This is an optimization exercise on Yosys and OpenROAD, whose aim is small area and a short achievable clock period, not a production implementation.
RTL that was checked went through simulation tests only; none was proved equivalent to the original.
No activity file was given, so power comes from the tool's default toggle rates.

## pepper
==> flow/design.v (excerpt) <==
module ioPlatformTop #(
  parameter int NumHarts = 2,
  parameter int NumIrqs  = 8
) (
  input  logic                clk_i,
  input  logic                arstN_i,
  input  logic                reqValid_i,
  input  logic                reqWrite_i,
  input  ioPlatformPkg::ioAddrT              reqAddr_i,
  input  ioPlatformPkg::ioDataT              reqWdata_i,
  input  logic                uartIrq_i,
  input  logic                sdIrq_i,
  output logic                rspValid_o,
  output ioPlatformPkg::ioDataT              rspData_o,
  output logic                rspErr_o,
  output logic [NumHarts-1:0] msip_o,
  output logic [NumHarts-1:0] mtip_o,
  output logic [NumHarts-1:0] extIrq_o
);
Size in the first run: ~2100 cells after synthesis, about 170 I/O pins.
export LEC_CHECK = 0
export CAP_MARGIN = 20
export CORE_MARGIN = 2
export CORE_UTILIZATION = 40
export CTS_BUF_LIST = sky130_fd_sc_hd__clkbuf_8 sky130_fd_sc_hd__clkbuf_16
export CTS_CLUSTER_DIAMETER = 60
export CTS_CLUSTER_SIZE = 16
export SLEW_MARGIN = 20
export SYNTH_HIERARCHICAL = 1
export TNS_END_PERCENT = 0
create_clock -name core_clock -period 13.0 [get_ports {clk_i}]
standard.sh (not shown) runs the stock make flow with config.mk's settings and CLKGATE_MAP_FILE= SYNTH_SCRIPT=/design/flow/synth_recipe.tcl, a recipe that flattens the netlist after the stock synthesis.
==> flow/flow/run.sh <==
#!/bin/bash
# Standard ORFS layout (the standard.sh, standard synthesis unchanged) with
# these layout choices changed:
#  - after synthesis every combinational cell is set to its smallest drive
#    strength (flow/downsize.tcl); the repair steps upsize where timing needs it
#  - port buffers are plain buf_2 cells instead of the delay cell buffer_ports
#    picks
#  - repair_timing aims for a setup margin near the period this design reaches
# make's full output goes to flow_make.log; ORFS keeps each step's log under
# orfs/logs.
set -euo pipefail
here=$(pwd)
bash standard.sh \
  SETUP_SLACK_MARGIN=9.1 \
  "BUFFER_PORTS_ARGS=-buffer_cell sky130_fd_sc_hd__buf_2" \
  POST_SYNTH_TCL="$here/flow/downsize.tcl" \
  finish > flow_make.log 2>&1
==> flow/flow/downsize.tcl <==
# Sets every combinational cell of the synthesized netlist to the smallest
# drive strength of its function (same cell name up to the _N suffix), so
# that the later repair steps upsize only where timing asks for it.
set n 0
foreach inst [get_cells *] {
  set master [get_property $inst ref_name]
  if { ![regexp {^(sky130_fd_sc_hd__([a-z0-9]+))_([0-9]+)$} $master -> base kind size] } {
    continue
  }
  # flip-flops keep the cell synthesis gave them; tie cells stay as they are
  if { [regexp {^(df|edf|sdf|sedf|dl|conb|clk|probe|lpflow|tap|fill|decap|diode)} $kind] } {
    continue
  }
  set best ""
  set bestArea 1e9
  foreach lc [get_lib_cells */${base}_*] {
    set name [get_property $lc name]
    if { ![regexp "^${base}_\[0-9\]+\$" $name] } { continue }
    if { [get_property $lc dont_use] } { continue }
    set area [get_property $lc area]
    # among cells of the same area, keep the strongest
    if { $area < $bestArea - 1e-3 || ($area < $bestArea + 1e-3 && $best ne ""
         && [get_property $lc name] > [get_property $best name]) } {
      set bestArea $area
      set best $lc
    }
  }
  if { $best ne "" && [get_property $best name] ne $master } {
    replace_cell $inst $best
    incr n
  }
}
puts "downsize: $n cells set to their smallest drive strength"
What maple does differently from pepper at the input level:
--- a/flow/config.mk
+++ b/flow/config.mk
@@ -10,5 +10,3 @@
 export CORE_UTILIZATION = 40
-export CTS_BUF_LIST = sky130_fd_sc_hd__clkbuf_8 sky130_fd_sc_hd__clkbuf_16
-export CTS_CLUSTER_DIAMETER = 60
-export CTS_CLUSTER_SIZE = 16
+export CTS_BUF_LIST = sky130_fd_sc_hd__clkbuf_4 sky130_fd_sc_hd__clkbuf_8
 export SLEW_MARGIN = 20
## What came out
- | total track usage | lower: pepper |
- From pepper to maple the numbers moved as follows: maximum fanout along the worst path increased 6; final-layout clock-cell area share essentially unchanged; worst path arrival time increased 40 ps; count of clock-buffer cells in the layout increased about 130%; clock group share of total power decreased 2.0 points.
- Relative to pepper, the detailed-route wire length of maple is higher by 270 um.
- The utilization after layout number comes out higher for pepper vs maple.
- Run comparison: maple endpoint of the most critical setup path rdQ[0]$_DFF_P_; pepper endpoint of the most critical setup path mtipNQ[0]$_DFF_PN0_
- Between maple and pepper, final cell count without fillers is higher for maple, pepper comes in under that.
Function was not checked in any run of this note: the RTL went through the layout flow alone.

========
Another version of the RTL of ioPlatformTop (not shown whole).
Size in the first run: ~310 flip-flops, ~170 I/O pins, about 20000 um2 of cells after synthesis.
==> flow/config.mk <==
export PLATFORM = sky130hd
export DESIGN_NAME = ioPlatformTop
export DESIGN_NICKNAME = ioPlatformTop
export VERILOG_FILES = /design/flow/design.v
export SDC_FILE = /design/flow/constraint.sdc
export NUM_CORES = 4
export LEC_CHECK = 0
export CAP_MARGIN = 20
export CORE_MARGIN = 2
export CORE_UTILIZATION = 40
export SLEW_MARGIN = 20
==> flow/constraint.sdc <==
create_clock -name core_clock -period 13.0 [get_ports {clk_i}]
set_input_delay 2.6000 -clock core_clock [delete_from_list [all_inputs] [get_ports {clk_i}]]
set_output_delay 2.6000 -clock core_clock [all_outputs]
set_load 0.01 [all_outputs]
==> flow/flow/run.sh <==
#!/bin/bash
# Standard ORFS layout (the standard.sh, standard synthesis unchanged) with
# two layout choices changed:
#  - port buffers are plain buf_2 cells instead of the delay cell buffer_ports picks
#  - repair_timing aims for a setup margin that matches the period this design reaches
set -euo pipefail
bash standard.sh \
  SETUP_SLACK_MARGIN=9.2 \
  "BUFFER_PORTS_ARGS=-buffer_cell sky130_fd_sc_hd__buf_2" \
  finish > flow_make.log 2>&1
Change:
==> flow/run.sh (new file) <==
#!/bin/bash
# synth_recipe.tcl (not shown) runs the flow's synth.tcl, then flattens the netlist and writes it again
# the make line also repeats each setting of config.mk as NAME=value (left out here)
make -C /OpenROAD-flow-scripts/flow DESIGN_CONFIG=/design/flow/config.mk WORK_HOME=/design/flow/orfs CLKGATE_MAP_FILE= SYNTH_SCRIPT=/design/flow/synth_recipe.tcl finish
removed: flow/flow/run.sh
removed: flow/standard.sh
What happened: Power came out higher by a few percent. Area after synthesis is unchanged. Clock power came out higher by roughly a tenth. Core utilization came out lower by 6.8 points. Die area stays the same. Setup slack got worse by 1.3 ns. Fmax came out lower by about a fifth. Clock skew came out lower by 0.017 ns. Global-route usage came out lower by 3.1 points. Wire length came out lower by about a fifth.

==> afterwards: timing with drivers on the ports <==
How much do the figures lean on ideal ports? The routed layouts below were timed once more, with nothing changed but the port constraints.
Step 1, drivers: a clkbuf_16 drives clk_i and a buf_2 each remaining input, both assumed.
Step 2, shift: input delay + t, output delay - t, t = (earliest + latest rising clock arrival at the registers) / 2. This alone moves slack from input paths to output paths.
Three values: no drivers, after step 1, after step 2; two values: the first two.
run | t, ns | setup WS [ns] | hold slack, ns | clock arrival spread, ns
pepper | 0.605 | 9.046 / 9.048 / 8.444 | 0.502 / 0.502 / 0.502 | 0.025 / 0.025
maple | 0.693 | 9.046 / 9.067 / 8.375 | 0.494 / 0.494 / 0.494 | 0.026 / 0.025
the first run of note 2 | 0.629 | 7.800 / 7.790 / 7.161 | 0.512 / 0.512 / 0.512 | 0.034 / 0.034
the second run of note 2 | 0.623 | 6.504 / 6.541 / 5.918 | 0.480 / 0.480 / 0.480 | 0.020 / 0.020
After both steps every run listed still meets setup and hold. For maple, which loses most, drivers alone change the setup slack by +0.021 ns; drivers and shift together by -0.671 ns.
